From an optimization exercise on the open Yosys and OpenROAD flow, aimed at small area; shortcuts taken in it are not production practice. In this exercise RTL edits were held to simulation tests only and were not proved equivalent to the original. No activity file was given, so power comes from the tool's default toggle rates.

## npc_bp
module npc_bp #(
  parameter int                  DATAWIDTH   = 32,
  parameter int                  BTB_ENTRIES = 32,
  parameter logic [DATAWIDTH-1:0] RESET_PC   = 32'h0000_0000,
  parameter int                  CNT_WIDTH   = 16
) (
  input  logic                 clk,
  input  logic                 rst_n,
  input  logic                 stall,
  output logic [DATAWIDTH-1:0] pc,
  output logic [DATAWIDTH-1:0] pred_npc,
  output logic                 pred_taken,
  input  logic                 ex_valid,
  input  logic [DATAWIDTH-1:0] ex_pc,
  input  logic [DATAWIDTH-1:0] ex_pred_npc,
  input  logic [2:0]           ex_ctrl_NPC,
  input  logic [1:0]           ex_flags,
  input  logic [DATAWIDTH-1:0] ex_imm,
  input  logic [DATAWIDTH-1:0] ex_result_ALU,
  output logic [DATAWIDTH-1:0] ex_pc_add4,
  output logic                 flush,
  output logic [CNT_WIDTH-1:0] mispredict_cnt
);
  logic [DATAWIDTH-1:0]   pc_q, pc_d;
  logic [CNT_WIDTH-1:0]   cnt_q, cnt_d;
  logic [DATAWIDTH-1:0]   btb_target, act_npc, pc_add4, br_tgt;
  logic                   btb_taken, act_taken, is_cti;
  logic [2:0]             ctrl;
  npc_btb #(
    .DATAWIDTH  (DATAWIDTH),
    .BTB_ENTRIES(BTB_ENTRIES)
  ) u_btb (
    .clk      (clk),
    .rst_n    (rst_n),
    .lk_pc    (pc_q[DATAWIDTH-1:2]),
    .lk_taken (btb_taken),
    .lk_target(btb_target),
    .up_en    (ex_valid && is_cti),
    .up_pc    (ex_pc[DATAWIDTH-1:2]),
    .up_taken (act_taken),
  ...
For scale: ~4300 cells after synthesis, roughly 77000 sq um of cells after synthesis.
==> module npc_bp, before the edit <==
module npc_bp #(
  parameter int                  DATAWIDTH   = 32,
  parameter int                  BTB_ENTRIES = 32,
  parameter logic [DATAWIDTH-1:0] RESET_PC   = 32'h0000_0000,
  parameter int                  CNT_WIDTH   = 16
) (
  input  logic                 clk,
  input  logic                 rst_n,
  input  logic                 stall,
  output logic [DATAWIDTH-1:0] pc,
  output logic [DATAWIDTH-1:0] pred_npc,
  output logic                 pred_taken,
  input  logic                 ex_valid,
  input  logic [DATAWIDTH-1:0] ex_pc,
  input  logic [DATAWIDTH-1:0] ex_pred_npc,
  input  logic [2:0]           ex_ctrl_NPC,
  input  logic [1:0]           ex_flags,
  input  logic [DATAWIDTH-1:0] ex_imm,
  input  logic [DATAWIDTH-1:0] ex_result_ALU,
  output logic [DATAWIDTH-1:0] ex_pc_add4,
  output logic                 flush,
  output logic [CNT_WIDTH-1:0] mispredict_cnt
);
  logic [DATAWIDTH-1:0]   pc_q, pc_d;
  logic [CNT_WIDTH-1:0]   cnt_q, cnt_d;
  logic [DATAWIDTH-1:0]   btb_target, act_npc, pc_add4, br_tgt;
  logic                   btb_taken, act_taken, is_cti;
  logic [2:0]             ctrl;
  npc_btb #(
    .DATAWIDTH  (DATAWIDTH),
    .BTB_ENTRIES(BTB_ENTRIES)
  ) u_btb (
    .clk      (clk),
    .rst_n    (rst_n),
    .lk_pc    (pc_q[DATAWIDTH-1:2]),
    .lk_taken (btb_taken),
    .lk_target(btb_target),
    .up_en    (ex_valid && is_cti),
    .up_pc    (ex_pc[DATAWIDTH-1:2]),
    .up_taken (act_taken),
    .up_target(act_npc)
  );
  npc_inc4 #(DATAWIDTH) u_inc_pc (.a(pc_q),  .y(pc_add4));
  npc_inc4 #(DATAWIDTH) u_inc_ex (.a(ex_pc), .y(ex_pc_add4));
  logic [DATAWIDTH-1:0] addend;
  assign addend = act_taken ? ex_imm : DATAWIDTH'(4);
  npc_add  #(DATAWIDTH) u_add_br (.a(ex_pc), .b(addend), .y(br_tgt));
  logic             cnt_en;
  logic [CNT_WIDTH:0] cnt_all;
  assign cnt_all[0] = 1'b1;
  for (genvar i = 0; i < CNT_WIDTH; i++) begin : g_cnt
    assign cnt_all[i+1] = cnt_all[i] & cnt_q[i];
  end
  assign pc             = pc_q;
  assign pred_taken     = btb_taken;
  assign pred_npc       = btb_taken ? btb_target : pc_add4;
  assign mispredict_cnt = cnt_q;
  assign ctrl           = ex_ctrl_NPC;
  always_comb begin
    is_cti    = 1'b0;
    act_taken = 1'b0;
    case (ctrl)
      CTRL_JAL, CTRL_JALR: begin is_cti = 1'b1; act_taken = 1'b1;          end
      CTRL_BEQ:            begin is_cti = 1'b1; act_taken =  ex_flags[0];  end
      CTRL_BNE:            begin is_cti = 1'b1; act_taken = !ex_flags[0];  end
      CTRL_BLT:            begin is_cti = 1'b1; act_taken =  ex_flags[1];  end
      CTRL_BGE:            begin is_cti = 1'b1; act_taken = !ex_flags[1];  end
      default:             ;
    endcase
    if (ctrl == CTRL_JALR) act_npc = ex_result_ALU & {{(DATAWIDTH-1){1'b1}}, 1'b0};
    else                   act_npc = br_tgt;
    flush = ex_valid && (act_npc != ex_pred_npc);
    if (flush)      pc_d = act_npc;
    else if (stall) pc_d = pc_q;
    else            pc_d = pred_npc;
    cnt_en = flush && !cnt_all[CNT_WIDTH];
    cnt_d  = cnt_q ^ ({CNT_WIDTH{cnt_en}} & cnt_all[CNT_WIDTH-1:0]);
  end
  always_ff @(posedge clk or negedge rst_n) begin
    if (!rst_n) begin
      pc_q  <= RESET_PC;
      cnt_q <= '0;
    end else begin
      pc_q  <= pc_d;
      cnt_q <= cnt_d;
    end
  end
endmodule
Settings: LEC_CHECK=0, CAP_MARGIN=10, CELL_PAD_IN_SITES_DETAIL_PLACEMENT=1, CELL_PAD_IN_SITES_GLOBAL_PLACEMENT=1, CORE_MARGIN=2, CORE_UTILIZATION=40, PLACE_DENSITY=0.6, SLEW_MARGIN=10, SYNTH_HIERARCHICAL=1; clock period 9.0 ns.
standard.sh (not shown) runs the stock make flow with config.mk's settings and CLKGATE_MAP_FILE= SYNTH_SCRIPT=/design/flow/synth_recipe.tcl, a recipe that flattens the netlist after the stock synthesis.
==> flow/flow/run.sh <==
#!/bin/bash
# Standard ORFS layout (the standard.sh) with two changes: clock-tree
# synthesis uses clkbuf_16 with larger sink clusters and no dummy loads, and
# the port buffers are plain buf_1 cells. Each tool's output is kept in a log
# file in the work folder.
set -euo pipefail
export CTS_ARGS="-sink_clustering_enable -repair_clock_nets -dont_use_dummy_load -buf_list sky130_fd_sc_hd__clkbuf_16 -sink_clustering_size 30 -sink_clustering_max_diameter 100"
export BUFFER_PORTS_ARGS="-buffer_cell sky130_fd_sc_hd__buf_1"
bash standard.sh > standard_make.log 2>&1 || { tail -50 standard_make.log; exit 1; }
Change:
--- a/flow/design.v
+++ b/flow/design.v
@@ -167,13 +167,13 @@
   input  logic [DATAWIDTH-1:0] ex_result_ALU,
   output logic [DATAWIDTH-1:0] ex_pc_add4,
   output logic                 flush,
   output logic [CNT_WIDTH-1:0] mispredict_cnt
 );
   logic [DATAWIDTH-1:0]   pc_q, pc_d;
-  logic [CNT_WIDTH-1:0]   cnt_q, cnt_d;
+  logic [CNT_WIDTH-1:0]   cnt_q, cnt_d, cnt_inc;
   logic [DATAWIDTH-1:0]   btb_target, act_npc, pc_add4, br_tgt;
   logic                   btb_taken, act_taken, is_cti;
   logic [2:0]             ctrl;
   npc_btb #(
     .DATAWIDTH  (DATAWIDTH),
     .BTB_ENTRIES(BTB_ENTRIES)
@@ -190,18 +190,13 @@
   );
   npc_inc4 #(DATAWIDTH) u_inc_pc (.a(pc_q),  .y(pc_add4));
   npc_inc4 #(DATAWIDTH) u_inc_ex (.a(ex_pc), .y(ex_pc_add4));
   logic [DATAWIDTH-1:0] addend;
   assign addend = act_taken ? ex_imm : DATAWIDTH'(4);
   npc_add  #(DATAWIDTH) u_add_br (.a(ex_pc), .b(addend), .y(br_tgt));
-  logic             cnt_en;
-  logic [CNT_WIDTH:0] cnt_all;
-  assign cnt_all[0] = 1'b1;
-  for (genvar i = 0; i < CNT_WIDTH; i++) begin : g_cnt
-    assign cnt_all[i+1] = cnt_all[i] & cnt_q[i];
-  end
+  npc_inc1 #(CNT_WIDTH) u_inc_cnt (.a(cnt_q), .y(cnt_inc));
   assign pc             = pc_q;
   assign pred_taken     = btb_taken;
   assign pred_npc       = btb_taken ? btb_target : pc_add4;
   assign mispredict_cnt = cnt_q;
   assign ctrl           = ex_ctrl_NPC;
   always_comb begin
@@ -218,14 +213,14 @@
     if (ctrl == CTRL_JALR) act_npc = ex_result_ALU & {{(DATAWIDTH-1){1'b1}}, 1'b0};
     else                   act_npc = br_tgt;
     flush = ex_valid && (act_npc != ex_pred_npc);
     if (flush)      pc_d = act_npc;
     else if (stall) pc_d = pc_q;
     else            pc_d = pred_npc;
-    cnt_en = flush && !cnt_all[CNT_WIDTH];
-    cnt_d  = cnt_q ^ ({CNT_WIDTH{cnt_en}} & cnt_all[CNT_WIDTH-1:0]);
+    cnt_d = cnt_q;
+    if (flush && (cnt_q != '1)) cnt_d = cnt_inc;
   end
   always_ff @(posedge clk or negedge rst_n) begin
     if (!rst_n) begin
       pc_q  <= RESET_PC;
       cnt_q <= '0;
     end else begin
The changed run finished with timing, DRC and antenna clean.
Clock-buffer cell count went down by 2.
Combinational power went up by 7.4%.
Clock power went down by about 0.9%.
Design area went up by 0.35%.
Sequential share of layout area went down by 0.24 points.
Setup slack gains 0.020 ns.
Synthesized cell count went up by 0.90%.
Die area went up by 0.42%.
Fmax hardly moves.
Total power went up by 0.66%.
Area after synthesis went up by 0.43%.
Wire length went up by 1.6%.

==> static timing again, ports no longer ideal <==
No port has a modelled driver above. Below, the same layouts with a new extraction and two added sets of constraints.
Step 1 sets driving cells, clkbuf_16 on the clock port and buf_2 on the other inputs (assumed; they add their load-dependent delay and slew).
Step 2 also shifts input and output timing later by t, the mid clock arrival at the registers, as if the neighbouring blocks saw the same clock.
Slacks: ideal / step 1 / step 2; pairs: ideal / step 1.
run	t (ns)	slack for setup (ns)	worst setup path after step 2	cell pins on the clock port's net
the first run	0.818	0.314 / 0.224 / 0.311	input to output	1
the second run	0.804	0.334 / 0.310 / 0.310	input to output	1
After both steps setup and hold are still met in every run listed. For the second run, which loses most, drivers alone change the setup slack by -0.024 ns; drivers and shift together by -0.024 ns.
